This design comes from an exercise in tuning for small area, a short achievable clock period and few clock cycles per item on the open sky130 flow, not from production work.
Function was checked by simulation only, so behaviour that the tests miss may differ from the original.

== alpha ==
Design compass_heading_hard_iron_cal, start of the top module:
module compass_heading_hard_iron_cal (
  input  logic               clk,
  input  logic               rst,
  input  logic               sample_valid,
  output logic               sample_ready,
  input  logic [1:0]         action,
  input  logic signed [15:0] mag_x,
  input  logic signed [15:0] mag_y,
  input  logic signed [15:0] mag_z,
  output logic               result_valid,
  input  logic               result_ready,
  output logic [8:0]         heading_deg,
  output logic signed [15:0] offset_x,
  output logic signed [15:0] offset_y,
  output logic signed [15:0] offset_z
);
  localparam int CAP = 19;    
  localparam int QN  = 18;     
  localparam int QW  = 5;     
  localparam int CW  = 5;   
  logic              in_v;
  logic [1:0]        in_act;
  logic signed [15:0] in_x, in_y, in_z;
  logic              in_fire;
  assign in_fire = sample_valid && sample_ready;
  always_ff @(posedge clk) begin
    if (rst) in_v <= 1'b0;
    else     in_v <= in_fire;
    in_act <= action;
    in_x   <= mag_x;
    in_y   <= mag_y;
    in_z   <= mag_z;
  end
  logic signed [15:0] mx_x, mx_y, mx_z, mn_x, mn_y, mn_z;
  logic signed [15:0] pe_x, pe_y, pe_z;    
  logic signed [16:0] sum_x, sum_y, sum_z;
  logic signed [16:0] mid_x, mid_y, mid_z;
  logic cal_start, cal_sample, cal_end;
  assign cal_start  = in_v && (in_act == 2'd1);
  assign cal_sample = in_v && (in_act == 2'd2);
  assign cal_end    = in_v && (in_act == 2'd3);
  assign sum_x = {mx_x[15], mx_x} + {mn_x[15], mn_x};
  assign sum_y = {mx_y[15], mx_y} + {mn_y[15], mn_y};
  assign sum_z = {mx_z[15], mx_z} + {mn_z[15], mn_z};
  assign mid_x = (sum_x + {16'd0, sum_x[16]}) >>> 1;
  assign mid_y = (sum_y + {16'd0, sum_y[16]}) >>> 1;
  ...
Size in the first run: roughly 9,500 cells after synthesis, roughly 1,600 flip-flops, ~110 I/O pins, roughly 90,000 µm² of cells after synthesis.
make LEC_CHECK=0 CAP_MARGIN=20 CORE_MARGIN=2 CORE_UTILIZATION=60 CTS_CLUSTER_DIAMETER=70 CTS_CLUSTER_SIZE=25 SETUP_SLACK_MARGIN=5 SLEW_MARGIN=20 finish   # period 9.0 ns
run.sh (not shown) runs the stock make flow with config.mk's settings and CLKGATE_MAP_FILE= SYNTH_SCRIPT=/design/flow/synth_recipe.tcl, a recipe that flattens the netlist after the stock synthesis.
Testbench counts of alpha, summed over its fixed seeds: cycles 7,428, items 7,200.
> inputs changed (alpha -> beta)
diff --git a/flow/design.v b/flow/design.v
--- a/flow/design.v
+++ b/flow/design.v
@@ -11,59 +11,48 @@
   input  logic               result_ready,
   output logic [8:0]         heading_deg,
   output logic signed [15:0] offset_x,
   output logic signed [15:0] offset_y,
   output logic signed [15:0] offset_z
 );
   localparam int CAP = 19;    
   localparam int QN  = 18;     
   localparam int QW  = 5;     
   localparam int CW  = 5;   
-  logic              in_v;
-  logic [1:0]        in_act;
-  logic signed [15:0] in_x, in_y, in_z;
   logic              in_fire;
   assign in_fire = sample_valid && sample_ready;
-  always_ff @(posedge clk) begin
-    if (rst) in_v <= 1'b0;
-    else     in_v <= in_fire;
-    in_act <= action;
-    in_x   <= mag_x;
-    in_y   <= mag_y;
-    in_z   <= mag_z;
-  end
   logic signed [15:0] mx_x, mx_y, mx_z, mn_x, mn_y, mn_z;
   logic signed [15:0] pe_x, pe_y, pe_z;    
   logic signed [16:0] sum_x, sum_y, sum_z;
   logic signed [16:0] mid_x, mid_y, mid_z;
   logic cal_start, cal_sample, cal_end;
-  assign cal_start  = in_v && (in_act == 2'd1);
-  assign cal_sample = in_v && (in_act == 2'd2);
-  assign cal_end    = in_v && (in_act == 2'd3);
+  assign cal_start  = in_fire && (action == 2'd1);
+  assign cal_sample = in_fire && (action == 2'd2);
+  assign cal_end    = in_fire && (action == 2'd3);
   assign sum_x = {mx_x[15], mx_x} + {mn_x[15], mn_x};
   assign sum_y = {mx_y[15], mx_y} + {mn_y[15], mn_y};
   assign sum_z = {mx_z[15], mx_z} + {mn_z[15], mn_z};
   assign mid_x = (sum_x + {16'd0, sum_x[16]}) >>> 1;
   assign mid_y = (sum_y + {16'd0, sum_y[16]}) >>> 1;
   assign mid_z = (sum_z + {16'd0, sum_z[16]}) >>> 1;
   always_ff @(posedge clk) begin
     if (rst) begin
       mx_x <= '0; mx_y <= '0; mx_z <= '0;
       mn_x <= '0; mn_y <= '0; mn_z <= '0;
       pe_x <= '0; pe_y <= '0; pe_z <= '0;
     end else begin
-      if (cal_start || (cal_sample && in_x > mx_x)) mx_x <= in_x;
-      if (cal_start || (cal_sample && in_y > mx_y)) mx_y <= in_y;
-      if (cal_start || (cal_sample && in_z > mx_z)) mx_z <= in_z;
-      if (cal_start || (cal_sample && in_x < mn_x)) mn_x <= in_x;
-      if (cal_start || (cal_sample && in_y < mn_y)) mn_y <= in_y;
-      if (cal_start || (cal_sample && in_z < mn_z)) mn_z <= in_z;
+      if (cal_start || (cal_sample && mag_x > mx_x)) mx_x <= mag_x;
+      if (cal_start || (cal_sample && mag_y > mx_y)) mx_y <= mag_y;
+      if (cal_start || (cal_sample && mag_z > mx_z)) mx_z <= mag_z;
+      if (cal_start || (cal_sample && mag_x < mn_x)) mn_x <= mag_x;
+      if (cal_start || (cal_sample && mag_y < mn_y)) mn_y <= mag_y;
+      if (cal_start || (cal_sample && mag_z < mn_z)) mn_z <= mag_z;
       if (cal_end) begin
         pe_x <= mid_x[15:0];
         pe_y <= mid_y[15:0];
         pe_z <= mid_z[15:0];
       end
     end
   end
   logic [16:0] s0_x0;
   logic signed [16:0] s0_y0;
   logic [0:0] s0_g1;
@@ -1435,15 +1424,14 @@
       ost          <= '0;
       end_cnt      <= '0;
       end_ld       <= 1'b0;
       dirty        <= 1'b0;
       sample_ready <= 1'b0;
     end else begin
       ost          <= ost + CW'(in_fire) - CW'(take);
       end_cnt      <= end_cnt_next;
       end_ld       <= end_out;
       dirty        <= dirty_next;
-      sample_ready <= cap_ok &&
-                      !(end_nz_next && (dirty_next || (in_fire && (action == 2'd1 || action == 2'd2))));
+      sample_ready <= cap_ok && !(end_nz_next && dirty_next);
     end
   end
 endmodule
==> comparison <==
Worst setup margin, alpha and beta: smaller value in beta. Summary — global routing usage on met1, beta relative to alpha: higher, by 1.2 points. Between alpha and beta, number of buffers outside the clock class in the layout is lower for alpha, beta comes in above that. Row fraction of area in registers: beta lower / alpha higher. Between beta and alpha, the gate count of the mapped netlist does not differ in any meaningful way. In beta relative to alpha, routed wire length had gone up by a few percent. The final hold slack of beta falls short of that of alpha by 0.016 ns. Comparing summed instance area of the synthesized netlist for alpha and beta, the bigger number came from alpha. beta -> alpha: clock transition time at the flip-flop clock pins of the worst setup and hold paths flat.
Testbench counts of beta, summed over its fixed seeds: cycles 7,428, items 7,200.

## static timing again, ports no longer ideal
The flow's constraints put no driver on any port. The routed layouts listed below were extracted and timed again, unchanged, in two steps.
Step 1 (the two cells are an assumption about what drives the block):
set clk [get_ports {clk}]
set_driving_cell -lib_cell sky130_fd_sc_hd__clkbuf_16 $clk
set_driving_cell -lib_cell sky130_fd_sc_hd__buf_2 [delete_from_list [all_inputs] $clk]
Step 2 moves the port delays by t, midway between the first and last clock arrival at a register: inputs arrive t later, outputs are due t later. That takes back most of the time a late clock gives input paths.
Slacks: ideal / step 1 / step 2; pairs: ideal / step 1.
run	t (ns)	setup slack, ns	clock arrival spread, ns
alpha	0.817	4.954 / 4.954 / 4.411	0.028 / 0.028
beta	0.817	4.671 / 4.671 / 4.265	0.035 / 0.034
After both steps setup and hold are still met in every run listed. For alpha, which loses most, drivers alone change the setup slack by 0.000 ns; drivers and shift together by -0.543 ns.
